This design comes from an exercise in tuning for small area, a short achievable clock period and few clock cycles on the open sky130 flow, not from production work. No run shown here included a check of the RTL's function; only the layout flow was run. Power is estimated from default activity; no workload was simulated.

`flow/flow/run.sh`:
```
#!/bin/bash
# The standard layout (standard.sh), with plain buffers instead of delay
# cells on the ports. Make's output goes to flow_make.log; the ORFS steps keep
# their own logs under orfs/logs.
set -euo pipefail
bash standard.sh "BUFFER_PORTS_ARGS=-buffer_cell sky130_fd_sc_hd__buf_2" finish > flow_make.log 2>&1
```
`flow/constraint.sdc`:
```
create_clock -name core_clock -period 5.0 [get_ports {log_clk}]
set_input_delay 1.0000 -clock core_clock [delete_from_list [all_inputs] [get_ports {log_clk}]]
set_output_delay 1.0000 -clock core_clock [all_outputs]
set_load 0.01 [all_outputs]
```
`flow/design.v`:
```
package srio_req_pkg;
    localparam logic [3:0] FTYPE_DOORBELL = 4'hA;
    localparam logic [3:0] FTYPE_NWRITE   = 4'h5;
    localparam logic [3:0] TTYPE_NWRITE   = 4'h4;
    localparam logic [1:0] REQ_PRIO       = 2'd1;
    localparam logic [15:0] INFO_TARGET_READY = 16'h0100;
    localparam logic [15:0] INFO_TARGET_BUSY  = 16'h01FF;
    localparam logic [15:0] INFO_SELF_CHECK   = 16'h0101;
    localparam logic [15:0] INFO_INTEG_BASE   = 16'h0200;
    typedef enum logic [1:0] {
        ERR_NONE          = 2'd0,
        ERR_DB_NO_RESP    = 2'd1,
        ERR_INTEG_NO_RESP = 2'd2
    } err_type_e;
endpackage
`timescale 1ns/1ps
module user_data_fifo (
    input  logic        log_clk,
    input  logic        log_rst,
    input  logic        wr_valid_i,
    input  logic [63:0] wr_data_i,
    input  logic [7:0]  wr_keep_i,
    input  logic        wr_last_i,
    input  logic        h_consume_i,    
    output logic        wr_ready_o,
    output logic [72:0] h_o,            
    output logic        h_valid_o,
    output logic        h_valid_next_o
);
    localparam int N = 31;
    logic [72:0] mem [N];
    logic [N-1:0] wen;
    logic [N-1:0] wen_n;
    logic [4:0]  wr_ptr;
    logic [N-1:0] rd_oh;
    logic [72:0] rd_data;
    logic [4:0]  cnt;
    logic [4:0]  cnt_next;
    logic        ram_empty;
    logic        in_desc;
    logic        push;
    logic        h_load;
    logic [72:0] wdata;
    assign push   = wr_valid_i && wr_ready_o;
    assign h_load = !ram_empty && (!h_valid_o || h_consume_i);
    assign wdata = in_desc ?
        {wr_last_i, 8'hFF, 8'h00, srio_req_pkg::FTYPE_NWRITE, srio_req_pkg::TTYPE_NWRITE, 1'b0,
         srio_req_pkg::REQ_PRIO, 1'b0, wr_data_i[7:0], 2'b00, 34'd0} :
        {wr_last_i, wr_keep_i, wr_data_i};
    assign cnt_next       = cnt + {4'd0, push} - {4'd0, h_load};
    assign h_valid_next_o = h_load || (h_valid_o && !h_consume_i);
    for (genvar i = 0; i < N; i++) begin : g_row
        logic [72:0] d;
        assign wen[i]   = wr_ready_o && (wr_ptr == 5'(i));
        assign wen_n[i] = !(wr_ready_o && (wr_ptr == 5'(i)));
        fifo_row_hold u_hold (.w_i(wdata), .q_i(mem[i]), .en_i(wen[i]), .en_n_i(wen_n[i]), .d_o(d));
        fifo_row_reg  u_reg  (.log_clk(log_clk), .d_i(d), .q_o(mem[i]));
    end
    always_comb begin
        rd_data = '0;
        for (int i = 0; i < N; i++) rd_data = rd_data | (mem[i] & {73{rd_oh[i] && !ram_empty}});
    end
    always_ff @(posedge log_clk) begin
        if (!h_valid_o || h_consume_i) h_o <= rd_data;
    end
    always_ff @(posedge log_clk or posedge log_rst) begin
        if (log_rst) begin
            wr_ptr     <= '0;
            rd_oh      <= N'(1);
            cnt        <= '0;
            ram_empty  <= 1'b1;
            wr_ready_o <= 1'b1;
            h_valid_o  <= 1'b0;
            in_desc    <= 1'b1;
        end else begin
            if (push) begin
                wr_ptr  <= (wr_ptr == 5'(N - 1)) ? 5'd0 : wr_ptr + 5'd1;
                in_desc <= wr_last_i;
            end
            if (h_load) rd_oh <= {rd_oh[N-2:0], rd_oh[N-1]};
            cnt        <= cnt_next;
            ram_empty  <= (cnt_next == 5'd0);
            wr_ready_o <= (cnt_next != 5'(N));
            h_valid_o  <= h_valid_next_o;
        end
    end
endmodule
module fifo_row_hold (
    input  logic [72:0] w_i,
    input  logic [72:0] q_i,
    input  logic        en_i,
    input  logic        en_n_i,
    output logic [72:0] d_o
);
    assign d_o = (w_i & {73{en_i}}) | (q_i & {73{en_n_i}});
endmodule
module fifo_row_reg (
    input  logic        log_clk,
    input  logic [72:0] d_i,
    output logic [72:0] q_o
);
    always_ff @(posedge log_clk) q_o <= d_i;
endmodule
`timescale 1ns/1ps
module iresp_decoder (
    input  logic        log_clk,
    input  logic        log_rst,
    input  logic [15:0] target_id_i,
    input  logic        iresp_tvalid_i,
    input  logic [63:0] iresp_tdata_i,
    input  logic [31:0] iresp_tuser_i,
    output logic        rsp_sc_o,        
    output logic        rsp_ready_o,     
    output logic        rsp_confirm_o,
    input  logic        tmo_sc_i,        
    input  logic        tmo_int_i,       
    output logic        target_sel_o,
    output logic        target_sel_next_o,
    output logic        error_o,
    output srio_req_pkg::err_type_e error_type_o
);
    logic [15:0] info;
    logic        hit;
    assign info = iresp_tdata_i[31:16];
    assign hit  = iresp_tvalid_i && (iresp_tdata_i[55:52] == srio_req_pkg::FTYPE_DOORBELL) &&
                  (iresp_tuser_i[31:16] == target_id_i);
    assign rsp_sc_o      = hit && (info[15:8] == 8'h01) && (info[7:0] == 8'h00 || info[7:0] == 8'hFF);
    assign rsp_ready_o   = !info[0];
    assign rsp_confirm_o = hit && (info[15:1] == 15'h0100) && (info[0] == !target_sel_o);
    iresp_err_tree u_err (
        .valid_i  (iresp_tvalid_i),
        .ftype_i  (iresp_tdata_i[55:52]),
        .src_i    (iresp_tuser_i[31:16]),
        .tgt_i    (target_id_i),
        .info_i   (info),
        .sel_i    (target_sel_o),
        .tmo_sc_i (tmo_sc_i),
        .tmo_int_i(tmo_int_i),
        .error_o  (error_o),
        .err_sc_o (error_type_o[0]),
        .err_int_o(error_type_o[1])
    );
    assign target_sel_next_o = target_sel_o ^ rsp_confirm_o;
    always_ff @(posedge log_clk or posedge log_rst) begin
        if (log_rst) target_sel_o <= 1'b0;
        else         target_sel_o <= target_sel_next_o;
    end
endmodule
module iresp_err_tree (
    input  logic        valid_i,
    input  logic [3:0]  ftype_i,
    input  logic [15:0] src_i,
    input  logic [15:0] tgt_i,
    input  logic [15:0] info_i,
    input  logic        sel_i,
    input  logic        tmo_sc_i,
    input  logic        tmo_int_i,
    output logic        error_o,
    output logic        err_sc_o,
    output logic        err_int_o
);
    logic [15:0] x;        
    logic [7:0]  p;        
    logic [1:0]  b_src;    
    logic [7:1]  xl;       
    logic        ok0;      
    logic        g_ft, g_hi, g_sca, g_scb, g_scc, g_scd, g_int2, g_int3, g_int4;
    logic        b_com, b_sc, b_int;
    logic [2:0]  g_all;    
    logic        g_sel, g_sc, g_int;
    logic        tmo_any_n, tmo_sc_n, tmo_int_n;
    for (genvar i = 0; i < 16; i++) begin : g_x
        gate_xor2 u (.a(src_i[i]), .b(tgt_i[i]), .y(x[i]));
    end
    for (genvar j = 1; j < 8; j++) begin : g_xl
        gate_xor2 u (.a(info_i[j]), .b(info_i[0]), .y(xl[j]));
    end
    gate_xor2 u_ok0 (.a(info_i[0]), .b(sel_i), .y(ok0));
    for (genvar k = 0; k < 8; k++) begin : g_p
        gate_nor2 u (.a(x[2*k]), .b(x[2*k+1]), .y(p[k]));
    end
    gate_nor4bb u_ft  (.a(ftype_i[2]), .b(ftype_i[0]), .c_n(ftype_i[3]), .d_n(ftype_i[1]), .y(g_ft));
    gate_nor4   u_hi  (.a(info_i[15]), .b(info_i[14]), .c(info_i[13]), .d(info_i[12]), .y(g_hi));
    gate_nor3b  u_sca (.a(xl[7]), .b(xl[6]), .c_n(info_i[8]), .y(g_sca));
    gate_nor2   u_scb (.a(xl[5]), .b(xl[4]), .y(g_scb));
    gate_nor3   u_scc (.a(xl[3]), .b(xl[2]), .c(info_i[10]), .y(g_scc));
    gate_nor3   u_scd (.a(xl[1]), .b(info_i[9]), .c(info_i[11]), .y(g_scd));
    gate_nor4b  u_i2  (.a(info_i[11]), .b(info_i[10]), .c(info_i[8]), .d_n(info_i[9]), .y(g_int2));
    gate_nor4   u_i3  (.a(info_i[7]), .b(info_i[6]), .c(info_i[5]), .d(info_i[4]), .y(g_int3));
    gate_nor3   u_i4  (.a(info_i[3]), .b(info_i[2]), .c(info_i[1]), .y(g_int4));
    gate_nand4 u_bs0  (.a(p[0]), .b(p[1]), .c(p[2]), .d(p[3]), .y(b_src[0]));
    gate_nand4 u_bs1  (.a(p[4]), .b(p[5]), .c(p[6]), .d(p[7]), .y(b_src[1]));
    gate_nand3 u_bcom (.a(g_ft), .b(valid_i), .c(g_hi), .y(b_com));
    gate_nand4 u_bsc  (.a(g_sca), .b(g_scb), .c(g_scc), .d(g_scd), .y(b_sc));
    gate_nand4 u_bint (.a(g_int2), .b(g_int3), .c(g_int4), .d(ok0), .y(b_int));
    for (genvar n = 0; n < 3; n++) begin : g_a
        gate_nor3 u (.a(b_src[0]), .b(b_src[1]), .c(b_com), .y(g_all[n]));
    end
    gate_a22oi u_gsel (.a1(tmo_sc_i), .a2(b_sc), .b1(tmo_int_i), .b2(b_int), .y(g_sel));
    gate_inv   u_gsc  (.a(b_sc), .y(g_sc));
    gate_inv   u_gint (.a(b_int), .y(g_int));
    gate_nor2  u_tany (.a(tmo_sc_i), .b(tmo_int_i), .y(tmo_any_n));
    gate_inv   u_tsc  (.a(tmo_sc_i), .y(tmo_sc_n));
    gate_inv   u_tint (.a(tmo_int_i), .y(tmo_int_n));
    gate_a21oi u_err  (.a1(g_all[0]), .a2(g_sel), .b1(tmo_any_n), .y(error_o));
    gate_a21oi u_esc  (.a1(g_all[1]), .a2(g_sc), .b1(tmo_sc_n), .y(err_sc_o));
    gate_a21oi u_eint (.a1(g_all[2]), .a2(g_int), .b1(tmo_int_n), .y(err_int_o));
endmodule
module gate_inv    (input logic a, output logic y); assign y = !a; endmodule
module gate_xor2   (input logic a, b, output logic y); assign y = a ^ b; endmodule
module gate_nor2   (input logic a, b, output logic y); assign y = !(a || b); endmodule
module gate_nand3  (input logic a, b, c, output logic y); assign y = !(a && b && c); endmodule
module gate_nand4  (input logic a, b, c, d, output logic y); assign y = !(a && b && c && d); endmodule
module gate_nor3   (input logic a, b, c, output logic y); assign y = !(a || b || c); endmodule
module gate_nor4   (input logic a, b, c, d, output logic y); assign y = !(a || b || c || d); endmodule
module gate_nor3b  (input logic a, b, c_n, output logic y); assign y = !(a || b || !c_n); endmodule
module gate_nor4b  (input logic a, b, c, d_n, output logic y); assign y = !(a || b || c || !d_n); endmodule
module gate_nor4bb (input logic a, b, c_n, d_n, output logic y); assign y = !(a || b || !c_n || !d_n); endmodule
module gate_a21oi  (input logic a1, a2, b1, output logic y); assign y = !((a1 && a2) || b1); endmodule
module gate_a22oi  (input logic a1, a2, b1, b2, output logic y); assign y = !((a1 && a2) || (b1 && b2)); endmodule
`timescale 1ns/1ps
module ireq_builder (
    input  logic [72:0] h_i,
    input  logic [2:0]  db_i,
    input  logic        db_sc_i,
    input  logic        db_int_i,
    input  logic        db_bit0_i,
    input  logic        hdr_sel_i,
    input  logic [15:0] src_id_i,
    input  logic [15:0] des_id_i,
    output logic [63:0] ireq_tdata_o,
    output logic [7:0]  ireq_tkeep_o,
    output logic        ireq_tlast_o,
    output logic [31:0] ireq_tuser_o
);
    always_comb begin
        ireq_tdata_o = h_i[63:0];
        ireq_tdata_o[55]    = h_i[55] | db_i[0];
        ireq_tdata_o[54]    = h_i[54] & !db_i[0];
        ireq_tdata_o[53]    = h_i[53] | db_i[0];
        ireq_tdata_o[52]    = h_i[52] & !db_i[0];
        ireq_tdata_o[50]    = h_i[50] & !db_i[0];
        ireq_tdata_o[45]    = h_i[45] | db_i[0];
        ireq_tdata_o[43:36] = h_i[43:36] & ~{8{db_i[1]}};
        ireq_tdata_o[56]    = h_i[56] | hdr_sel_i;
        ireq_tdata_o[20]    = h_i[20] | hdr_sel_i;
        ireq_tdata_o[25]    = h_i[25] | db_int_i;
        ireq_tdata_o[24]    = h_i[24] | db_sc_i;
        ireq_tdata_o[16]    = h_i[16] | db_bit0_i;
    end
    assign ireq_tkeep_o = h_i[71:64] | {8{db_i[2]}};
    assign ireq_tlast_o = h_i[72] | db_i[0];
    assign ireq_tuser_o = {src_id_i, des_id_i};
endmodule
`timescale 1ns/1ps
module req_ctrl_fsm #(
    parameter int TIMEOUT_CYCLES = 1024
) (
    input  logic                     log_clk,
    input  logic                     log_rst,
    input  logic                     self_check_i,
    input  logic                     nwr_req_i,
    input  logic                     link_initialized_i,
    input  logic                     ireq_tready_i,
    input  logic                     h_last_i,
    input  logic                     h_valid_next_i,
    input  logic                     rsp_sc_i,
    input  logic                     rsp_ready_i,
    input  logic                     rsp_confirm_i,
    input  logic                     target_sel_next_i,
    output logic                     h_consume_o,
    output logic                     ireq_tvalid_o,
    output logic [2:0]               db_o,         
    output logic                     db_sc_o,      
    output logic                     db_int_o,     
    output logic                     db_bit0_o,    
    output logic                     hdr_sel_o,    
    output logic                     rapidio_ready_o,
    output logic                     nwr_ready_o,
    output logic                     nwr_busy_o,
    output logic                     nwr_ack_done_o,
    input  logic                     error_i,
    output logic                     tmo_sc_o,
    output logic                     tmo_int_o
);
    localparam int CNT_W = $clog2(TIMEOUT_CYCLES);
    logic st_idle, st_scdb, st_hdr, st_data, st_idb, st_wsc, st_wint;
    logic idle_n, scdb_n, hdr_n, data_n, idb_n, wsc_n, wint_n;
    logic [CNT_W-1:0] cnt;
    logic tmo_sc, tmo_int;
    logic take, take_sc, take_nwr;
    logic hs, beat_hs, last_hs;
    logic res_sc, res_int;
    assign take     = st_idle && link_initialized_i && (self_check_i || nwr_req_i);
    assign take_sc  = take && self_check_i;
    assign take_nwr = take && !self_check_i;
    assign hs          = ireq_tvalid_o && ireq_tready_i;
    assign beat_hs     = hs && (st_hdr || st_data);
    assign last_hs     = beat_hs && h_last_i;
    assign h_consume_o = beat_hs;
    assign tmo_sc_o  = tmo_sc;
    assign tmo_int_o = tmo_int;
    assign res_sc  = st_wsc && (rsp_sc_i || tmo_sc);
    assign res_int = st_wint && (rsp_confirm_i || tmo_int);
    assign idle_n = (st_idle && !take) || res_sc || res_int;
    assign scdb_n = take_sc || (st_scdb && !hs);
    assign hdr_n  = take_nwr || (st_hdr && !hs);
    assign data_n = (beat_hs && !h_last_i) || (st_data && !hs);
    assign idb_n  = last_hs || (st_idb && !hs);
    assign wsc_n  = (st_scdb && hs) || (st_wsc && !res_sc);
    assign wint_n = (st_idb && hs) || (st_wint && !res_int);
    ctl_flop u_db0 (.log_clk(log_clk), .log_rst(log_rst), .d_i(scdb_n || idb_n), .q_o(db_o[0]));
    ctl_flop u_db1 (.log_clk(log_clk), .log_rst(log_rst), .d_i(scdb_n || idb_n), .q_o(db_o[1]));
    ctl_flop u_db2 (.log_clk(log_clk), .log_rst(log_rst), .d_i(scdb_n || idb_n), .q_o(db_o[2]));
    always_ff @(posedge log_clk or posedge log_rst) begin
        if (log_rst) begin
            st_idle         <= 1'b1;
            st_scdb         <= 1'b0;
            st_hdr          <= 1'b0;
            st_data         <= 1'b0;
            st_idb          <= 1'b0;
            st_wsc          <= 1'b0;
            st_wint         <= 1'b0;
            cnt             <= '0;
            tmo_sc          <= 1'b0;
            tmo_int         <= 1'b0;
            ireq_tvalid_o   <= 1'b0;
            db_sc_o         <= 1'b0;
            db_int_o        <= 1'b0;
            db_bit0_o       <= 1'b0;
            hdr_sel_o       <= 1'b0;
            rapidio_ready_o <= 1'b1;
            nwr_ready_o     <= 1'b0;
            nwr_busy_o      <= 1'b0;
            nwr_ack_done_o  <= 1'b0;
        end else begin
            st_idle <= idle_n;
            st_scdb <= scdb_n;
            st_hdr  <= hdr_n;
            st_data <= data_n;
            st_idb  <= idb_n;
            st_wsc  <= wsc_n;
            st_wint <= wint_n;
            cnt     <= (st_wsc || st_wint) ? cnt + 1'b1 : '0;
            tmo_sc  <= st_wsc  && !rsp_sc_i      && (cnt == CNT_W'(TIMEOUT_CYCLES - 1));
            tmo_int <= st_wint && !rsp_confirm_i && (cnt == CNT_W'(TIMEOUT_CYCLES - 1));
            ireq_tvalid_o   <= scdb_n || idb_n || ((hdr_n || data_n) && h_valid_next_i);
            db_sc_o         <= scdb_n;
            db_int_o        <= idb_n;
            db_bit0_o       <= scdb_n || (idb_n && (st_idb ? db_bit0_o : !target_sel_next_i));
            hdr_sel_o       <= hdr_n && (st_hdr ? hdr_sel_o : target_sel_next_i);
            rapidio_ready_o <= !(scdb_n || hdr_n || data_n || idb_n);
            if (st_wsc && rsp_sc_i) begin
                nwr_ready_o <= rsp_ready_i;
                nwr_busy_o  <= !rsp_ready_i;
            end else if (error_i || take_nwr) begin
                nwr_ready_o <= 1'b0;
            end
            nwr_ack_done_o <= st_wint && rsp_confirm_i;
        end
    end
endmodule
module ctl_flop (
    input  logic log_clk,
    input  logic log_rst,
    input  logic d_i,
    output logic q_o
);
    always_ff @(posedge log_clk or posedge log_rst) begin
        if (log_rst) q_o <= 1'b0;
        else         q_o <= d_i;
    end
endmodule
`timescale 1ns/1ps
module db_req_top #(
    parameter int TIMEOUT_CYCLES = 1024,
    parameter int FIFO_DEPTH     = 32
) (
    input  logic                    log_clk,
    input  logic                    log_rst,
    input  logic [15:0]             src_id_i,
    input  logic [15:0]             des_id_i,
    input  logic [15:0]             target_id_i,
    input  logic                    self_check_i,
    input  logic                    nwr_req_i,
    input  logic                    link_initialized_i,
    output logic                    rapidio_ready_o,
    output logic                    nwr_ready_o,
    output logic                    nwr_busy_o,
    output logic                    nwr_ack_done_o,
    output logic                    error_o,
    output srio_req_pkg::err_type_e error_type_o,
    input  logic                    user_tvalid_i,
    output logic                    user_tready_o,
    input  logic [63:0]             user_tdata_i,
    input  logic [7:0]              user_tkeep_i,
    input  logic                    user_tlast_i,
    output logic                    ireq_tvalid_o,
    input  logic                    ireq_tready_i,
    output logic [63:0]             ireq_tdata_o,
    output logic [7:0]              ireq_tkeep_o,
    output logic                    ireq_tlast_o,
    output logic [31:0]             ireq_tuser_o,
    input  logic                    iresp_tvalid_i,
    input  logic [63:0]             iresp_tdata_i,
    input  logic [31:0]             iresp_tuser_i
);
    logic [72:0] h;
    logic        h_valid;
    logic        h_valid_next;
    logic        h_consume;
    logic        rsp_sc;
    logic        rsp_ready;
    logic        rsp_confirm;
    logic        target_sel;
    logic        target_sel_next;
    logic        tmo_sc, tmo_int;
    logic [2:0]  db;
    logic        db_sc, db_int, db_bit0, hdr_sel;
    req_ctrl_fsm #(
        .TIMEOUT_CYCLES(TIMEOUT_CYCLES)
    ) u_ctrl (
        .log_clk           (log_clk),
        .log_rst           (log_rst),
        .self_check_i      (self_check_i),
        .nwr_req_i         (nwr_req_i),
        .link_initialized_i(link_initialized_i),
        .ireq_tready_i     (ireq_tready_i),
        .h_last_i          (h[72]),
        .h_valid_next_i    (h_valid_next),
        .rsp_sc_i          (rsp_sc),
        .rsp_ready_i       (rsp_ready),
        .rsp_confirm_i     (rsp_confirm),
        .target_sel_next_i (target_sel_next),
        .h_consume_o       (h_consume),
        .ireq_tvalid_o     (ireq_tvalid_o),
        .db_o              (db),
        .db_sc_o           (db_sc),
        .db_int_o          (db_int),
        .db_bit0_o         (db_bit0),
        .hdr_sel_o         (hdr_sel),
        .rapidio_ready_o   (rapidio_ready_o),
        .nwr_ready_o       (nwr_ready_o),
        .nwr_busy_o        (nwr_busy_o),
        .nwr_ack_done_o    (nwr_ack_done_o),
        .error_i           (error_o),
        .tmo_sc_o          (tmo_sc),
        .tmo_int_o         (tmo_int)
    );
    ireq_builder u_build (
        .h_i         (h),
        .db_i        (db),
        .db_sc_i     (db_sc),
        .db_int_i    (db_int),
        .db_bit0_i   (db_bit0),
        .hdr_sel_i   (hdr_sel),
        .src_id_i    (src_id_i),
        .des_id_i    (des_id_i),
        .ireq_tdata_o(ireq_tdata_o),
        .ireq_tkeep_o(ireq_tkeep_o),
        .ireq_tlast_o(ireq_tlast_o),
        .ireq_tuser_o(ireq_tuser_o)
    );
    user_data_fifo u_fifo (
        .log_clk       (log_clk),
        .log_rst       (log_rst),
        .wr_valid_i    (user_tvalid_i),
        .wr_data_i     (user_tdata_i),
        .wr_keep_i     (user_tkeep_i),
        .wr_last_i     (user_tlast_i),
        .h_consume_i   (h_consume),
        .wr_ready_o    (user_tready_o),
        .h_o           (h),
        .h_valid_o     (h_valid),
        .h_valid_next_o(h_valid_next)
    );
    iresp_decoder u_resp (
        .log_clk          (log_clk),
        .log_rst          (log_rst),
        .target_id_i      (target_id_i),
        .iresp_tvalid_i   (iresp_tvalid_i),
        .iresp_tdata_i    (iresp_tdata_i),
        .iresp_tuser_i    (iresp_tuser_i),
        .rsp_sc_o         (rsp_sc),
        .rsp_ready_o      (rsp_ready),
        .rsp_confirm_o    (rsp_confirm),
        .tmo_sc_i         (tmo_sc),
        .tmo_int_i        (tmo_int),
        .target_sel_o     (target_sel),
        .target_sel_next_o(target_sel_next),
        .error_o          (error_o),
        .error_type_o     (error_type_o)
    );
endmodule
```
`flow/config.mk`:
```
export PLATFORM = sky130hd
export DESIGN_NAME = db_req_top
export DESIGN_NICKNAME = db_req_top
export VERILOG_FILES = /design/flow/design.v
export SDC_FILE = /design/flow/constraint.sdc
export NUM_CORES = 4
export LEC_CHECK = 0
export CAP_MARGIN = 20
export CORE_MARGIN = 2
export CORE_UTILIZATION = 40
export CTS_CLUSTER_DIAMETER = 100
export CTS_CLUSTER_SIZE = 24
export SETUP_SLACK_MARGIN = 2.0
export SLEW_MARGIN = 20
export SYNTH_HIERARCHICAL = 1
```
`flow/standard.sh`:
```
#!/bin/bash
# synth_recipe.tcl (not shown) runs the flow's synth.tcl, then flattens the netlist and writes it again
# the make line also repeats each setting of config.mk as NAME=value (left out here)
make -C /OpenROAD-flow-scripts/flow DESIGN_CONFIG=/design/flow/config.mk WORK_HOME=/design/flow/orfs CLKGATE_MAP_FILE= SYNTH_SCRIPT=/design/flow/synth_recipe.tcl "${@:-finish}"
```
==> summary.txt, run 1 <==
internal power=37.7 mW; power density cells=around 600 mW/mm^2; Yosys reg bits=2,411; I/O Pins=~340; post-detail-place hpwl=205,000 um; power share of the combinational group=around a quarter; CTS sink count=about 2,400; first-pass GRT wire length=581,000 um; number of synthesized flops with an enable pin=73; Sequential Area=0.0495 mm^2; post-route ant nets=0; placer congestion estimate=between 0.8 and 0.9; vias in the first global route=~70,000; Worst Path Max Fanout=40; Clock Tree Root=clkbuf_16; minimum clock period=roughly 3.2 ns; worst skew pair latency=0.84 ns; Global Route Usage Sum=35.0%; Overflow after GRT=0; vias per cell=around 7.5; Max Clock Skew=about 0.058 ns; P_leak=~37 nW; Yosys top cell by area=dfxtp_1; Total Neg Setup Slack=0 ns; DR WL/cell=roughly 42 um; Rows=around 180; DR iter-0 viols=15,900; # H-tree levels=3; Post-synth top flop=dfxtp_1; CTS tree=yes; CTS Buffer Depth=3; initial antenna violation count=30; Worst setup EP type=flip-flop; total iterations of the first detailed-routing run=9; Core Area=roughly 0.23 mm^2; initial core utilization=between 40% and 50%; DRC=0; Setup Crit Path Kind=reg2reg; final hold vios=0; data required time of the worst path=5.50 ns; area of the multi-input gates=~0.035 mm^2; RSZ-0062 raised after global routing=yes; Syn Inst Count=7,530; Area Overhead vs Synth=5.02%; Syn. warnings=13; R2R setup slack=between 1.5 and 2 ns; fraction of final layout cells sized beyond drive strength 1=between 10% and 20%; pins over their slew limit=0; overall routed net length=about 430,000 um; Worst setup SP type=flip-flop; largest cells by area after synthesis=dfxtp_1, a22o_1, a22oi_1, buf_6, edfxtp_1; Async SR Flop Fraction=under 10%; Final nets=around 7,500; Fillers=21,100; CP arrival=approximately 3.7 ns; synth cell count leaders=a22o_1, dfxtp_1, a22oi_1, buf_6, nand4_1; Post-Syn Nets=between 7,000 and 8,000; Num CTS Buffers=roughly 110; Period Utilization, post-route=about 65%; Worst Max-Slew Pin Slew=between 1 and 1.5 ns; Synth cell types=60; Clk network pwr share=a little under a fifth; register area share after synthesis=between 50% and 60%; PortBufs=roughly 210; Syn Area/Cell=roughly 12 um^2; status=timing/DRC/antenna clean; largest net degree at the start of global routing=74; area of the die=roughly 0.23 mm^2; Max-Cap Viols=0; most common cell in the netlist=a22o_1; Mapped Area=around 0.091 mm^2; CTS Hold Bufs=0; Reg power frac=54.2%; Peak Freq=roughly 310 MHz; peak supply drop=slightly below 0.5 mV; Vert. Die Dim=about 480 um; sw frac=34.6%; Synth top area share=roughly 50%; post-layout util=between 40% and 50%; chip width=slightly below 500 um; Slew headroom=about an eighth; # setup viols final=0; P_sw=about 20 mW; via count=77,200; CTS clk-pin slew, worst paths=0.10 ns; Hold WC Path Type=in2async
## repair_timing
action | CTS | global route
endpoints found under the hold margin | 0 | 0
pin swaps | 35 | 14
buffers inserted | 9 | 24
endpoints found under the setup margin | 1407 | 572
gates resized for setup | 69 | 27
cloned | 8 | 0
## metrics by stage
| step | power (mW) | setup slack [ns] | cells | hold slack [ns] | instance area, um^2 |
|---|---|---|---|---|---|
| after global routing | 59.0 | 1.79 | 10300 | 0.0679 | 95500 |
| final | 57.6 | 1.77 | 10300 | 0.0555 | 95500 |
| after CTS | 56.2 | 1.90 | 10300 | 0.0306 | 95000 |
| after floorplan | 40.3 | 1.12 | 7530 | 0.431 | 91000 |
| after global placement | 44.6 | 1.44 | 10100 | 0.444 | 91100 |
| after detailed placement | 45.2 | 1.43 | 10100 | 0.452 | 91200 |
## critical path, stage by stage, from the launching register on
cell and delay [ns]:
dfrtp_4 1.20, buf_12 0.45, a22oi_1 0.12, and3_1 0.26, a41oi_1 0.78
## sequential cells by signal (all words and copies together) (netlist names), 5 cells and up
signal                  flops
u_fifo.wr_ptr               5
u_ctrl.cnt                 10
u_fifo.cnt                  5
u_fifo.rd_oh               31
u_fifo.g_row.u_reg.q_o   2263
u_fifo.h_o                 73
## metal layers
layer	routed length, um	up-vias	track usage, %
met1	160000	38600	46.0
met3	64700	1805	11.1
met4	30300	30	20.2
met5	191	-	0.104
met2	176000	7623	50.3
li1	-	29200	-
## power by group through the flow
stage | sequential, mW | combinational, mW | clock (mW)
floorplan | 30.0 | 10.3 | 0
global placement | 30.9 | 13.7 | 0
detailed placement | 31.1 | 14.1 | 0
CTS | 30.8 | 14.5 | 10.9
global route | 31.8 | 15.6 | 11.6
finish | 31.2 | 15.4 | 11.0
## layout make-up
cell class | count | area share [%]
well taps | 3009 | 3.94
diodes | 15 | 0.0393
flip-flops and latches | 2411 | 51.8
multi-input cells | 4230 | 36.3
repair buffers | 458 | 4.14
inverters | 46 | 0.308
clock inverters | 7 | 0.141
clock buffers | 148 | 3.25
## modules after synthesis, one instance, submodules excluded, a selection
module | flops+latches | cells inside
gate_nor4b | 0 | 1
gate_xor2 | 0 | 1
gate_a21oi | 0 | 1
gate_nand3 | 0 | 1
gate_nor3b | 0 | 1
ctl_flop | 1 | 2
gate_nor2 | 0 | 1
gate_a22oi | 0 | 1
iresp_decoder | 1 | 44
user_data_fifo | 118 | 2185
fifo_row_hold | 0 | 89
gate_inv | 0 | 1
## cells by family after synthesis
| family | share of synthesized area, % |
|---|---|
| AO/OA/AOI/OAI | 32.2 |
| flip-flops | 54.3 |
| buffers and inverters | 8.42 |
| AND/OR/NAND/NOR | 3.96 |
| XOR/XNOR | 0.462 |
| multiplexers | 0.508 |
| adder cells (fa/ha/maj) | 0.173 |
## cell usage in the layout, fill, tap and decap left out, drive strengths merged, types with 68 or more instances in the layout
cell type	instances
a22o	2357
buf	458
nand3	68
a22oi	835
clkbuf	148
dfxtp	2263
dfrtp	69
edfxtp	73
a221oi	103
nor2	140
nand4	181
## final timing paths
path | endpoint | depth (start not counted) | from
min reg2reg | u_fifo.g_row[2].u_reg.q_o[54]$_DFF_P_ | 1 | u_fifo.g_row[2].u_reg.q_o[54]$_DFF_P_
min | u_ctrl.u_db0.q_o$_DFF_PP0_ | 2 | log_rst
max in group asynchronous | u_fifo.rd_oh[1]$_DFFE_PP0P_ | 3 | log_rst
min in group core_clock | u_fifo.wr_ptr[2]$_DFFE_PP0P_ | 3 | user_tvalid_i
max | u_fifo.h_o[69]$_DFFE_PN_ | 4 | u_fifo.rd_oh[29]$_DFFE_PP0P_
max reg2reg | u_fifo.h_o[69]$_DFFE_PN_ | 4 | u_fifo.rd_oh[29]$_DFFE_PP0P_
==> run 2, diff against run 1 <==
--- a/flow/design.v
+++ b/flow/design.v
@@ -31,8 +31,9 @@
     logic [72:0] mem [N];
     logic [N-1:0] wen;
     logic [N-1:0] wen_n;
-    logic [4:0]  wr_ptr;
-    logic [N-1:0] rd_oh;
+    logic [N-1:0] wr_oh;    
+    logic [N-1:0] rd_sel;   
+    logic [N-1:0] rd_pos;
     logic [72:0] rd_data;
     logic [4:0]  cnt;
     logic [4:0]  cnt_next;
@@ -51,22 +52,23 @@
     assign h_valid_next_o = h_load || (h_valid_o && !h_consume_i);
     for (genvar i = 0; i < N; i++) begin : g_row
         logic [72:0] d;
-        assign wen[i]   = wr_ready_o && (wr_ptr == 5'(i));
-        assign wen_n[i] = !(wr_ready_o && (wr_ptr == 5'(i)));
+        assign wen[i]   = wr_ready_o && wr_oh[i];
+        assign wen_n[i] = !(wr_ready_o && wr_oh[i]);
         fifo_row_hold u_hold (.w_i(wdata), .q_i(mem[i]), .en_i(wen[i]), .en_n_i(wen_n[i]), .d_o(d));
         fifo_row_reg  u_reg  (.log_clk(log_clk), .d_i(d), .q_o(mem[i]));
     end
     always_comb begin
         rd_data = '0;
-        for (int i = 0; i < N; i++) rd_data = rd_data | (mem[i] & {73{rd_oh[i] && !ram_empty}});
+        for (int i = 0; i < N; i++) rd_data = rd_data | (mem[i] & {73{rd_sel[i]}});
     end
+    assign rd_pos = rd_sel | (wr_oh & {N{ram_empty}});
     always_ff @(posedge log_clk) begin
         if (!h_valid_o || h_consume_i) h_o <= rd_data;
     end
     always_ff @(posedge log_clk or posedge log_rst) begin
         if (log_rst) begin
-            wr_ptr     <= '0;
-            rd_oh      <= N'(1);
+            wr_oh      <= N'(1);
+            rd_sel     <= '0;
             cnt        <= '0;
             ram_empty  <= 1'b1;
             wr_ready_o <= 1'b1;
@@ -74,10 +76,12 @@
             in_desc    <= 1'b1;
         end else begin
             if (push) begin
-                wr_ptr  <= (wr_ptr == 5'(N - 1)) ? 5'd0 : wr_ptr + 5'd1;
+                wr_oh   <= {wr_oh[N-2:0], wr_oh[N-1]};
                 in_desc <= wr_last_i;
             end
-            if (h_load) rd_oh <= {rd_oh[N-2:0], rd_oh[N-1]};
+            if (cnt_next == 5'd0) rd_sel <= '0;
+            else if (h_load)      rd_sel <= {rd_sel[N-2:0], rd_sel[N-1]};
+            else                  rd_sel <= rd_pos;
             cnt        <= cnt_next;
             ram_empty  <= (cnt_next == 5'd0);
             wr_ready_o <= (cnt_next != 5'(N));
==> run 2 against run 1 <==
Critical path depth increased by 3. Routed wire length increased by 1.0%. Combinational power decreased by 54%. Area after synthesis increased by 1.4%. First-iteration DRC count decreased by 3.6%. Cell count increased by 0.45%. Total power decreased by 32%. Clock-buffer cell count increased by 3. Via count increased by 1.1%. Sequential share of layout area decreased by 0.072 points. Maximum frequency increased by 2.2%. Worst setup slack improved by 0.068 ns. Critical path type is now in2out. Largest cell class unchanged. Largest power group unchanged.
==> summary.txt, run 2 <==
Sequential Area=approximately 0.050 mm^2; post-detail-place hpwl=between 200,000 and 250,000 um; Finished Cell Area=between 0.09 and 0.1 mm^2; status=timing/DRC/antenna clean; Worst setup SP type=primary input; RSZ-0062 raised after global routing=yes; DR iter-0 viols=between 15,000 and 20,000; Worst setup EP type=output pin; Placed Area=0.0928 mm^2; initial core utilization=approximately 40%; # H-tree levels=3; Core Area=0.230 mm^2; CTS Hold Bufs=0; CTS Buffer Depth=3; number of synthesized flops with an enable pin=73; chip width=approximately 480 um; Fillers=21,200; synth cell count leaders=dfxtp_1, a22o_1, a22oi_1, buf_6, nand3_1; dpl cells=~10,000; max FFs per register=approximately 2,300; power density cells=402 mW/mm^2; Synth top area share=49.1%; largest family of logic cells by synthesized area=compound AO/OA/AOI/OAI gates; Worst path max stage delay=0.28 ns; Rows=around 180; Synth cell types=60; Syn Area/Cell=12.2 um^2; overall routed net length=between 400,000 and 500,000 um; largest net degree at the start of global routing=66; vias in the first global route=72,800; area of the die=0.234 mm^2; register area share after synthesis=between 50 and 60%; mux contribution to synthesized area=less than 1%; Syn Inst Count=around 7,600; pins over their slew limit=0; Worst Max-Slew Pin Slew=between 1 and 1.5 ns; CP arrival=around 2.2 ns; via count=approximately 78,000; Layout Cells excl Fill=10,400; Mapped Area=0.0922 mm^2; Num CTS Buffers=between 100 and 150; Post-Synth Adder-Cell Area=less than 1%; DR WL/cell=42.0 um; placer congestion estimate=around 0.86; commonest non-fill, non-tap cell in the layout=dfxtp_1; most frequent cells in the layout=dfxtp_1, a22o_1, a22oi_1; Hold WC Path Type=in2async; Vert. Die Dim=slightly below 500 um; CTS tree=yes; Period Utilization, post-route=between 60% and 70%; CTS sink count=2,437; Yosys reg bits=approximately 2,400; data required time of the worst path=4.00 ns; Worst Path Max Fanout=3; Yosys top cell by area=dfxtp_1; largest register by flop count=u_fifo.g_row.u_reg.q_o; Worst path slowest cell=nor3_2; post-route ant nets=0; largest registers=u_fifo.g_row.u_reg.q_o (2263), u_fifo.h_o (73); initial antenna violation count=20; P_leak=roughly 36 nW; Max Clock Skew=between 0.03 and 0.04 ns; # setup viols final=0; total iterations of the first detailed-routing run=7; worst path cell trace=buf_6, xor2_1, nor2_1, nand4_1, nor3_2, a21oi_2, buf_2; most common cell in the netlist=dfxtp_1; Slew headroom=between 15 and 20%; Clock Tree Root=clkbuf_16; Setup Crit Path Kind=in2out; CTS clk-pin slew, worst paths=roughly 0.1 ns; Peak Freq=between 300 and 400 MHz; Post-Synth Simple-Gate Area=roughly 3.8%; Synth Area in Compound Gates=32.3%; Total Neg Setup Slack=0 ns; peak supply drop=approximately 0.67 mV; minimum clock period=between 3 and 4 ns; DRC=0; area of the multi-input gates=about 0.036 mm^2; PortBufs=roughly 210; worst skew pair latency=0.84 ns; Post-Syn Nets=approximately 7,800; Syn. warnings=13; Area Overhead vs Synth=5.08%; Overflow after GRT=0; largest cells by area after synthesis=dfxtp_1, a22o_1, a22oi_1, buf_6, dfrtp_1; Async SR Flop Fraction=4.14%; Max-Cap Viols=0; I/O Pins=about 340; vias per cell=7.53; Final nets=~7,500; final hold vios=0; Post-synth top flop=dfxtp_1; XOR/XNOR share of the synthesized area=0.456%; Global Route Usage Sum=between 30% and 40%; fraction of final layout cells sized beyond drive strength 1=13.9%; first-pass GRT wire length=slightly below 600,000 um
run 2: area by class of cell:
type,instances,share of cell area (%)
Clock buffer,151,3.09
Multi-Input combinational cell,4209,36.6
Antenna cell,15,0.0387
Tap cell,3026,3.91
Timing Repair Buffer,468,4.09
Inverter,56,0.349
Sequential cell,2437,51.8
Clock inverter,8,0.123
run 2: per-module statistics from Yosys, one instance, submodules excluded, a selection:
module | copies in the design | flip-flops and latches | cells inside
ctl_flop | 3 | 1 | 2
fifo_row_hold | 31 | 0 | 89
fifo_row_reg | 31 | 73 | 73
gate_a21oi | 3 | 0 | 1
gate_inv | 4 | 0 | 1
gate_nand4 | 4 | 0 | 1
gate_nor3b | 1 | 0 | 1
gate_nor4 | 2 | 0 | 1
gate_nor4b | 1 | 0 | 1
gate_nor4bb | 1 | 0 | 1
gate_xor2 | 24 | 0 | 1
ireq_builder | 1 | 0 | 105
user_data_fifo | 1 | 144 | 2211
run 2: path summary, 6_finish.rpt:
path	from	end	slack [ns]	depth (start not counted)
hold reg to reg	u_fifo.g_row[11].u_reg.q_o[46]$_DFF_P_	u_fifo.g_row[11].u_reg.q_o[46]$_DFF_P_	0.48	1
max in group asynchronous	log_rst	u_fifo.rd_sel[6]$_DFF_PP0_	3.44	3
hold / removal	log_rst	u_ctrl.u_db0.q_o$_DFF_PP0_	0.16	2
setup reg to reg	u_fifo.wr_ready_o$_DFF_PP1_	u_fifo.g_row[20].u_reg.q_o[22]$_DFF_P_	1.87	5
setup / recovery	target_id_i[7]	error_o	1.84	7
min in group core_clock	u_fifo.g_row[11].u_reg.q_o[46]$_DFF_P_	u_fifo.g_row[11].u_reg.q_o[46]$_DFF_P_	0.48	1
run 2: what timing repair did:
item,in CTS,in global routing
setup buffers,14,11
pin swaps,20,48
cloned,4,3
resized for setup,34,55
setup endpoints to repair,392,224
run 2: cell families after synthesis:
| group | after synthesis |
|---|---|
| compound gates | 3488 |
| flops | 2437 |
| buf+inv | 913 |
| simple gates | 591 |
| mux | 72 |
| xor+xnor | 48 |
| fa+ha+maj | 7 |
run 2: per-stage QoR:
step                      util (%)  worst slack (ns)  power [mW]  hold slack (ns)
after detailed placement      40.4             0.716        26.4            0.453
final                         42.2              1.84        38.9            0.162
after global routing          42.2              1.81        39.3            0.155
after floorplan                  -              1.30        23.2            0.439
after global placement        40.4             0.707        26.3            0.451
after CTS                     41.9              1.86        37.3            0.122
run 2: power by group:
group / internal [mW] / switching [mW]
logic: 1.60 / 5.44
registers: 19.6 / 1.43
clock network: 4.23 / 6.59
total: 25.4 / 13.5
run 2: per-layer routing:
metal / share of wire [%] / GRT usage (%)
met1: 37 / 47.0
met2: 41 / 50.2
met3: 15 / 10.5
met4: 6.6 / 19.5
met5: 0.036 / 0.143
run 2: critical path: cells and delay by family:
| kind | cells | cell delay, ns |
|---|---|---|
| xor+xnor | 1 | 0.15 |
| compound gates | 1 | 0.09 |
| simple gates | 3 | 0.66 |
| buf+inv | 2 | 0.24 |
==> run 3, diff against run 2 <==
--- a/flow/design.v
+++ b/flow/design.v
@@ -29,11 +29,8 @@
 );
     localparam int N = 31;
     logic [72:0] mem [N];
-    logic [N-1:0] wen;
-    logic [N-1:0] wen_n;
-    logic [N-1:0] wr_oh;    
-    logic [N-1:0] rd_sel;   
-    logic [N-1:0] rd_pos;
+    logic [4:0]  wr_ptr;
+    logic [N-1:0] rd_oh;
     logic [72:0] rd_data;
     logic [4:0]  cnt;
     logic [4:0]  cnt_next;
@@ -50,25 +47,20 @@
         {wr_last_i, wr_keep_i, wr_data_i};
     assign cnt_next       = cnt + {4'd0, push} - {4'd0, h_load};
     assign h_valid_next_o = h_load || (h_valid_o && !h_consume_i);
-    for (genvar i = 0; i < N; i++) begin : g_row
-        logic [72:0] d;
-        assign wen[i]   = wr_ready_o && wr_oh[i];
-        assign wen_n[i] = !(wr_ready_o && wr_oh[i]);
-        fifo_row_hold u_hold (.w_i(wdata), .q_i(mem[i]), .en_i(wen[i]), .en_n_i(wen_n[i]), .d_o(d));
-        fifo_row_reg  u_reg  (.log_clk(log_clk), .d_i(d), .q_o(mem[i]));
+    always_ff @(posedge log_clk) begin
+        if (wr_ready_o) mem[wr_ptr] <= wdata;
     end
     always_comb begin
         rd_data = '0;
-        for (int i = 0; i < N; i++) rd_data = rd_data | (mem[i] & {73{rd_sel[i]}});
+        for (int i = 0; i < N; i++) rd_data = rd_data | (mem[i] & {73{rd_oh[i] && !ram_empty}});
     end
-    assign rd_pos = rd_sel | (wr_oh & {N{ram_empty}});
     always_ff @(posedge log_clk) begin
         if (!h_valid_o || h_consume_i) h_o <= rd_data;
     end
     always_ff @(posedge log_clk or posedge log_rst) begin
         if (log_rst) begin
-            wr_oh      <= N'(1);
-            rd_sel     <= '0;
+            wr_ptr     <= '0;
+            rd_oh      <= N'(1);
             cnt        <= '0;
             ram_empty  <= 1'b1;
             wr_ready_o <= 1'b1;
@@ -76,12 +68,10 @@
             in_desc    <= 1'b1;
         end else begin
             if (push) begin
-                wr_oh   <= {wr_oh[N-2:0], wr_oh[N-1]};
+                wr_ptr  <= (wr_ptr == 5'(N - 1)) ? 5'd0 : wr_ptr + 5'd1;
                 in_desc <= wr_last_i;
             end
-            if (cnt_next == 5'd0) rd_sel <= '0;
-            else if (h_load)      rd_sel <= {rd_sel[N-2:0], rd_sel[N-1]};
-            else                  rd_sel <= rd_pos;
+            if (h_load) rd_oh <= {rd_oh[N-2:0], rd_oh[N-1]};
             cnt        <= cnt_next;
             ram_empty  <= (cnt_next == 5'd0);
             wr_ready_o <= (cnt_next != 5'(N));
@@ -89,22 +79,6 @@
         end
     end
 endmodule
-module fifo_row_hold (
-    input  logic [72:0] w_i,
-    input  logic [72:0] q_i,
-    input  logic        en_i,
-    input  logic        en_n_i,
-    output logic [72:0] d_o
-);
-    assign d_o = (w_i & {73{en_i}}) | (q_i & {73{en_n_i}});
-endmodule
-module fifo_row_reg (
-    input  logic        log_clk,
-    input  logic [72:0] d_i,
-    output logic [72:0] q_o
-);
-    always_ff @(posedge log_clk) q_o <= d_i;
-endmodule
 `timescale 1ns/1ps
 module iresp_decoder (
     input  logic        log_clk,
@@ -169,7 +143,7 @@
     logic [7:1]  xl;       
     logic        ok0;      
     logic        g_ft, g_hi, g_sca, g_scb, g_scc, g_scd, g_int2, g_int3, g_int4;
-    logic        b_com, b_sc, b_int;
+    logic        b_com, b_sc, b_int, b_sc2, b_int2;   
     logic [2:0]  g_all;    
     logic        g_sel, g_sc, g_int;
     logic        tmo_any_n, tmo_sc_n, tmo_int_n;
@@ -196,13 +170,15 @@
     gate_nand4 u_bs1  (.a(p[4]), .b(p[5]), .c(p[6]), .d(p[7]), .y(b_src[1]));
     gate_nand3 u_bcom (.a(g_ft), .b(valid_i), .c(g_hi), .y(b_com));
     gate_nand4 u_bsc  (.a(g_sca), .b(g_scb), .c(g_scc), .d(g_scd), .y(b_sc));
+    gate_nand4 u_bsc2 (.a(g_sca), .b(g_scb), .c(g_scc), .d(g_scd), .y(b_sc2));
     gate_nand4 u_bint (.a(g_int2), .b(g_int3), .c(g_int4), .d(ok0), .y(b_int));
+    gate_nand4 u_bint2 (.a(g_int2), .b(g_int3), .c(g_int4), .d(ok0), .y(b_int2));
     for (genvar n = 0; n < 3; n++) begin : g_a
         gate_nor3 u (.a(b_src[0]), .b(b_src[1]), .c(b_com), .y(g_all[n]));
     end
     gate_a22oi u_gsel (.a1(tmo_sc_i), .a2(b_sc), .b1(tmo_int_i), .b2(b_int), .y(g_sel));
-    gate_inv   u_gsc  (.a(b_sc), .y(g_sc));
-    gate_inv   u_gint (.a(b_int), .y(g_int));
+    gate_inv   u_gsc  (.a(b_sc2), .y(g_sc));
+    gate_inv   u_gint (.a(b_int2), .y(g_int));
     gate_nor2  u_tany (.a(tmo_sc_i), .b(tmo_int_i), .y(tmo_any_n));
     gate_inv   u_tsc  (.a(tmo_sc_i), .y(tmo_sc_n));
     gate_inv   u_tint (.a(tmo_int_i), .y(tmo_int_n));
@@ -283,7 +259,6 @@
     output logic                     nwr_ready_o,
     output logic                     nwr_busy_o,
     output logic                     nwr_ack_done_o,
-    input  logic                     error_i,
     output logic                     tmo_sc_o,
     output logic                     tmo_int_o
 );
@@ -357,7 +332,7 @@
             if (st_wsc && rsp_sc_i) begin
                 nwr_ready_o <= rsp_ready_i;
                 nwr_busy_o  <= !rsp_ready_i;
-            end else if (error_i || take_nwr) begin
+            end else if ((tmo_sc && !rsp_sc_i) || (tmo_int && !rsp_confirm_i) || take_nwr) begin
                 nwr_ready_o <= 1'b0;
             end
             nwr_ack_done_o <= st_wint && rsp_confirm_i;
@@ -447,7 +422,6 @@
         .nwr_ready_o       (nwr_ready_o),
         .nwr_busy_o        (nwr_busy_o),
         .nwr_ack_done_o    (nwr_ack_done_o),
-        .error_i           (error_o),
         .tmo_sc_o          (tmo_sc),
         .tmo_int_o         (tmo_int)
     );
==> run 3 against run 2 <==
Still clean. Combinational power down 31%. Global-route usage down 9.4 points. Worst setup slack about the same. Flip-flop and latch count down 26. Sequential share of layout area up 22 points. Critical endpoint is now error_type_o[0].
==> summary.txt, run 3 <==
status=timing/DRC/antenna clean; initial core utilization=40.1%; largest net degree at the start of global routing=75; Fillers=approximately 19,000; R2R setup slack=2.06 ns; Overflow after GRT=0; Mapped Area=0.0879 mm^2; Syn Inst Count=4,717; Worst Max-Slew Pin Slew=approximately 1.2 ns; Post-Syn Nets=4,953; Yosys top cell by area=edfxtp_1; total chip power=41.7 mW; Rows=between 150 and 200; most common cell in the netlist=edfxtp_1; commonest non-fill, non-tap cell in the layout=edfxtp_1; post-layout util=between 40% and 50%; Core Area=about 0.22 mm^2; vias in the first global route=48,300; Worst setup EP type=output pin; CTS sink count=about 2,400; overall routed net length=between 200,000 and 300,000 um; R2R cell count=5; Layout Cells excl Fill=7,855; CP arrival=about 2.2 ns; final worst-path setup slack=approximately 1.8 ns; power density cells=around 430 mW/mm^2; Synth cell types=60; DR iter-0 viols=between 9,000 and 10,000; Reg-to-Reg End=u_fifo.mem[6][38]$_DFFE_PP_; post-detail-place hpwl=roughly 150,000 um; CP startpoint=target_id_i[14]; Max-Cap Viols=0; DR WL/cell=about 38 um; Syn Area/Cell=~19 um^2; CTS tree=yes; max FFs per register=2,263; Post-synth top flop=edfxtp_1; DRC=0; Finished Cell Area=around 0.1 mm^2; first-pass GRT wire length=~400,000 um; Async SR Flop Fraction=3.11%; P_leak=slightly below 30 nW; Total Neg Setup Slack=0 ns; Place WS=1.49 ns; vias per cell=between 6 and 7; Worst Setup EP=error_type_o[0]; Area Overhead vs Synth=10.7%; largest register by flop count=u_fifo.mem; Global Route Usage Sum=between 20% and 30%; pins over their slew limit=0; largest registers=u_fifo.mem (2263), u_fifo.h_o (73), u_fifo.rd_oh (31); Synth top area share=~80%; # H-tree levels=3; Crit Reg-Reg Startpoint=u_fifo.wr_ptr[0]$_DFFE_PP0P_; Setup Crit Path Kind=in2out; Peak Freq=around 320 MHz; Worst Path Max Fanout=2; Hold WC Path Type=in2async; synth cell count leaders=edfxtp_1, a22oi_1, nand4_1, nor2_1, buf_2; placer congestion estimate=roughly 0.79; PortBufs=214; total iterations of the first detailed-routing run=8; CTS Buffer Depth=3; CTS clk-pin slew, worst paths=~0.09 ns; Worst setup SP type=primary input; Max Clock Skew=0.0854 ns; dpl cells=between 7,000 and 8,000; Period Utilization, post-route=around 63%; RSZ-0062 raised after global routing=yes; post-route ant nets=0; via count=50,900; chip width=approximately 470 um; Yosys reg bits=2,411; worst skew pair latency=roughly 0.86 ns; area of the die=0.223 mm^2; number of synthesized flops with an enable pin=between 2,000 and 2,500; I/O Pins=about 340; Slew headroom=between 10% and 20%; register area share after synthesis=between 80 and 90%; most frequent cells in the layout=edfxtp_1, a22oi_1, buf_2; data required time of the worst path=about 4.0 ns; CTS Hold Bufs=0; # setup viols final=0; Syn. warnings=11; Vert. Die Dim=473 um; largest cells by area after synthesis=edfxtp_1, a22oi_1, dfrtp_1, nand4_1, a221oi_1; Placed Area=between 0.09 and 0.1 mm^2; final hold vios=0; Final nets=~5,000; initial antenna violation count=10; minimum clock period=approximately 3.2 ns; peak supply drop=a little under 0.4 mV; fraction of final layout cells sized beyond drive strength 1=14.4%; Clock Tree Root=clkbuf_16; worst hold margin=around 0.068 ns; Num CTS Buffers=between 100 and 150
## run 3: changes by cell type in the layout (fill, tap and decap cells not counted), sizes merged, moves of 37 or more
| cell | delta |
|---|---|
| a22o | -2224 |
| a221oi | +42 |
| edfxtp | +2263 |
| a21oi | +50 |
| nor2 | +135 |
| buf | -37 |
| dfxtp | -2263 |
| or4 | -73 |
| a22oi | -78 |
| nand3 | -96 |
## run 3: worst min path at each step
stage	cells past startpoint	slack, ns	from	to
floorplan	1	0.45	u_ctrl.cnt[0]$_DFF_PP0_	u_ctrl.cnt[0]$_DFF_PP0_
global route	2	0.06	log_rst	u_ctrl.u_db0.q_o$_DFF_PP0_
detailed placement	2	0.47	u_ctrl.nwr_busy_o$_DFFE_PP0P_	u_ctrl.nwr_busy_o$_DFFE_PP0P_
CTS	2	0.03	log_rst	u_ctrl.u_db0.q_o$_DFF_PP0_
global placement	1	0.48	u_ctrl.cnt[0]$_DFF_PP0_	u_ctrl.cnt[0]$_DFF_PP0_
finish	2	0.07	log_rst	u_ctrl.u_db0.q_o$_DFF_PP0_
## run 3: cells by family (layout without fill, tap and decap cells)
kind of cell             Yosys count  count (layout)  synth area share [%]
AND/OR/NAND/NOR                  612             612                  3.88
XOR/XNOR                          48              48                 0.478
AO/OA/AOI/OAI                   1214            1214                  10.7
multiplexers                      41              41                 0.525
buffers and inverters            380             643                  2.24
flip-flops                      2411            2411                  82.0
other                              0               4                     0
adder cells (fa/ha/maj)           11              11                 0.165
## run 3: layout make-up
| cell class | instances | area (um^2) | area share [%] |
|---|---|---|---|
| clock inverters | 14 | 315 | 0.324 |
| clock buffers | 171 | 3070 | 3.15 |
| repair buffers | 427 | 3570 | 3.67 |
| well taps | 2871 | 3590 | 3.69 |
| flip-flops and latches | 2411 | 72200 | 74.2 |
| multi-input cells | 1926 | 14400 | 14.8 |
| diodes | 4 | 10.0 | 0.0103 |
| inverters | 31 | 116 | 0.120 |
## run 3: per-layer routing
layer	up-vias	track usage (%)	part of all wire [%]	routed length (um)
met1	26800	35.4	38	112000
met3	522	4.37	12	34000
met2	3681	41.8	47	139000
met4	2	8.05	3.6	10600
li1	19900	-	-	-
met5	-	0	0.0061	18
## run 3: timing repair
| item | CTS | global route |
|---|---|---|
| buffers inserted | 25 | 9 |
| cloned | 1 | 0 |
| setup endpoints to repair | 110 | 43 |
| gates resized for setup | 38 | 12 |
| endpoints found under the hold margin | 0 | 0 |
| pin swaps | 28 | 11 |
## run 3: worst max-delay path, stage by stage
cell	delay, ns
buf_2	0.12
xor2_1	0.16
nor2_2	0.16
nand4_1	0.18
buf_4	0.21
nor3_4	0.13
a21oi_2	0.07
buf_2	0.14
## run 3: where the power goes
| part | switching, mW | leakage, nW | internal (mW) |
|---|---|---|---|
| clock network | 6.37 | 1.60 | 4.40 |
| logic | 4.06 | 5.93 | 0.786 |
| registers | 0.658 | 22.0 | 25.4 |
| total | 11.1 | 29.6 | 30.6 |
## run 3: per-module statistics from Yosys, one instance, submodules excluded, a selection
module         cells  cell area [um^2]
gate_a21oi         1              8.76
gate_a22oi         1              12.5
gate_nand4         1              6.26
gate_nor3          1              10.0
gate_nor3b         1              12.5
gate_nor4          1              12.5
gate_nor4b         1              15.0
gate_nor4bb        1              12.5
gate_xor2          1              8.76
iresp_decoder     44               328
==> run 4, diff against run 3 <==
--- a/flow/config.mk
+++ b/flow/config.mk
@@ -10,6 +10,6 @@
 export CORE_UTILIZATION = 40
 export CTS_CLUSTER_DIAMETER = 100
 export CTS_CLUSTER_SIZE = 24
-export SETUP_SLACK_MARGIN = 2.0
+export SETUP_SLACK_MARGIN = 2.1
 export SLEW_MARGIN = 20
 export SYNTH_HIERARCHICAL = 1
==> run 4 against run 3 <==
Still clean. Design area grew 0.32%. Core utilization grew 0.14 points. Global-route usage is essentially flat. Synthesized cell count is the same. Via count grew 0.36%. Sequential power is essentially flat. Critical path type unchanged. Critical endpoint is now error_type_o[1].
==> summary.txt, run 4 <==
placer congestion estimate=roughly 0.79; minimum clock period=about 3.1 ns; largest net degree at the start of global routing=75; largest registers=u_fifo.mem (2263), u_fifo.h_o (73), u_fifo.rd_oh (31); Async SR Flop Fraction=3.11%; chip width=approximately 470 um; Slew headroom=between 10% and 20%; RSZ-0062 raised after global routing=yes; # setup viols final=0; Max-Cap Viols=0; Area Overhead vs Synth=11.0%; Synth cell types=60; Met2 Wirelength=approximately 140,000 um; initial core utilization=approximately 40%; first-pass GRT wire length=between 300,000 and 400,000 um; post-route ant nets=0; Period Utilization, post-route=~62%; Worst setup EP type=output pin; Vert. Die Dim=about 470 um; Rows=approximately 170; total iterations of the first detailed-routing run=7; most common cell in the netlist=edfxtp_1; power density cells=428 mW/mm^2; Total Neg Setup Slack=0 ns; CTS Buffer Depth=3; # H-tree levels=3; Mapped Area=~0.088 mm^2; Final nets=a little over 5,000; Syn Inst Count=~4,700; Clock Tree Root=clkbuf_16; CTS sink count=approximately 2,400; PortBufs=~210; status=timing/DRC/antenna clean; largest cells by area after synthesis=edfxtp_1, a22oi_1, dfrtp_1, nand4_1, a221oi_1; CTS Hold Bufs=0; vias in the first global route=48,400; Syn. warnings=11; met3 routed WL=roughly 34,000 um; most frequent cells in the layout=edfxtp_1, a22oi_1, buf_2; number of synthesized flops with an enable pin=2,336; Post-synth top flop=edfxtp_1; vias per cell=between 6 and 7; Worst Max-Slew Pin Slew=approximately 1.2 ns; pins over their slew limit=0; uppermost layer routed=met5; synth cell count leaders=edfxtp_1, a22oi_1, nand4_1, nor2_1, buf_2; Syn Area/Cell=between 15 and 20 um^2; Synth top area share=between 70% and 80%; DRC=0; Worst Path Max Fanout=3; worst hold margin=0.0700 ns; CTS tree=yes; Peak Freq=321 MHz; DR WL/cell=between 30 and 40 um; WL met1=about 110,000 um; P_leak=around 30 nW; R2R cell count=5; Post-Syn Nets=~5,000; register area share after synthesis=82.0%; peak supply drop=between 0.3 and 0.4 mV; commonest non-fill, non-tap cell in the layout=edfxtp_1; largest register by flop count=u_fifo.mem; CTS clk-pin slew, worst paths=~0.09 ns; Overflow after GRT=0; CP arrival=about 2.1 ns; max FFs per register=2,263; Yosys top cell by area=edfxtp_1; Yosys reg bits=about 2,400; DR iter-0 viols=8,807; Core Area=between 0.2 and 0.25 mm^2; area of the die=0.223 mm^2; worst skew pair latency=0.85 ns; Num CTS Buffers=between 100 and 150; Global Route Usage Sum=between 20% and 30%; data required time of the worst path=roughly 4 ns; post-detail-place hpwl=approximately 150,000 um; fraction of final layout cells sized beyond drive strength 1=14.9%; I/O Pins=339; Setup Crit Path Kind=in2out; initial antenna violation count=11; overall routed net length=slightly below 300,000 um; Max Clock Skew=~0.082 ns; via count=51,100; final hold vios=0; Worst setup SP type=primary input; Hold WC Path Type=in2async
-- run 4: cell counts after synthesis --
Identical to the previous run, type by type.
-- run 4: path summary, 6_finish.rpt --
check,startpoint,endpoint,slack [ns]
worst max-delay path,iresp_tuser_i[31],error_type_o[1],1.88
worst min-delay path,log_rst,u_ctrl.u_db0.q_o$_DFF_PP0_,0.07
worst max register to register,u_fifo.rd_oh[23]$_DFFE_PP0P_,u_fifo.h_o[52]$_DFFE_PN_,2.08
worst min register to register,u_ctrl.nwr_busy_o$_DFFE_PP0P_,u_ctrl.nwr_busy_o$_DFFE_PP0P_,0.49
max in group asynchronous,log_rst,u_fifo.rd_oh[25]$_DFFE_PP0P_,3.97
min in group core_clock,nwr_req_i,u_ctrl.st_idle$_DFF_PP1_,0.47
-- run 4: repair_timing --
action                                  in CTS  in global routing
buffers inserted                            41                 16
endpoints found under the hold margin        0                  0
pin swaps                                   34                 15
cloned                                       0                  0
gates resized for setup                     50                 28
endpoints found under the setup margin     264                117
-- run 4: modules after synthesis (local to each module, per instance), a selection --
module          cells inside  cell area (um^2)  flops+latches
gate_nor2                  1              3.75              0
gate_xor2                  1              8.76              0
gate_nor4bb                1              12.5              0
gate_nor4b                 1              15.0              0
gate_nand4                 1              6.26              0
ctl_flop                   2              28.8              1
iresp_decoder             44               328              1
gate_nor3                  1              10.0              0
ireq_builder             105               753              0
user_data_fifo          4390             85100           2381
-- run 4: critical path: stages --
cell,delay (ns)
buf_8,0.10
xor2_2,0.17
nor2_2,0.15
nand4_1,0.22
nor3_4,0.20
a21oi_2,0.11
buf_2,0.16
-- run 4: cells by family after synthesis --
| kind of cell | count (synthesis) | share of synthesized area (%) |
|---|---|---|
| buffers and inverters | 380 | 2.24 |
| muxes | 41 | 0.525 |
| and+or+nand+nor | 612 | 3.88 |
| adders and majority gates | 11 | 0.165 |
| AOI/OAI and AO/OA | 1214 | 10.7 |
| xor gates and xnor gates | 48 | 0.478 |
| DFF | 2411 | 82.0 |
-- run 4: cell type report --
| type | count | area, um^2 |
|---|---|---|
| fill | 18700 | 122000 |
| tap | 2871 | 3590 |
| inverter | 31 | 116 |
| sequential | 2411 | 72200 |
| antenna | 4 | 10.0 |
| clock buffer | 171 | 3070 |
| clock inverter | 14 | 315 |
| multi-input combinational | 1926 | 14400 |
| timing repair buffer | 448 | 3860 |
-- run 4: per-layer routing --
layer | up-vias | track usage [%]
met2 | 3719 | 41.7
met1 | 26900 | 35.4
met5 | - | 0
li1 | 19900 | -
met4 | 2 | 8.45
met3 | 532 | 4.36
-- run 4: per-stage QoR --
stage	utilization [%]	setup WS (ns)	std cells	total power, mW	cell area [um^2]
6_report	44.5	1.88	7876	41.8	97500
5_1_grt	44.5	1.83	7873	42.7	97500
4_1_cts	44.3	1.89	7854	41.6	97100
3_5_place_dp	42.5	1.49	7628	31.1	93100
3_3_place_gp	42.5	1.45	7625	30.9	93000
2_1_floorplan	-	1.10	4717	28.3	88100
-- run 4: power breakdown --
| group | switching [mW] | total, mW | internal [mW] |
|---|---|---|---|
| sequential | 0.658 | 26.1 | 25.4 |
| combinational | 4.09 | 4.94 | 0.850 |
| clock | 6.37 | 10.8 | 4.40 |

[what the ideal ports hide]
The flow's constraints put no driver on any port. The routed layouts listed below were extracted and timed again, unchanged, in two steps.
Step 1 sets driving cells, clkbuf_16 on the clock port and buf_2 on the other inputs (assumed; they add their load-dependent delay and slew).
Step 2 times the ports against the registers' clock, not the clock port: input delays grow and output delays shrink by t, the midpoint of the rising clock arrivals with the driver on.
Three values: no drivers, after step 1, after step 2; two values: the first two.
run | t (ns) | slack for setup (ns) | hold slack, ns | clock arrival spread, ns | pins driven straight from the clock port
run 1 | 0.915 | 1.772 / 1.772 / 1.445 | 0.056 / -0.025 / 0.475 | 0.058 / 0.058 | 1
run 2 | 0.922 | 1.840 / 1.801 / 1.116 | 0.162 / 0.088 / 0.477 | 0.043 / 0.043 | 1
run 3 | 0.900 | 1.840 / 1.798 / 1.454 | 0.068 / 0.014 / 0.490 | 0.087 / 0.087 | 1
run 4 | 0.898 | 1.882 / 1.830 / 1.457 | 0.070 / 0.014 / 0.486 | 0.084 / 0.083 | 1
After both steps setup and hold are still met in every run listed. For run 2, which loses most, drivers alone change the setup slack by -0.039 ns; drivers and shift together by -0.724 ns.
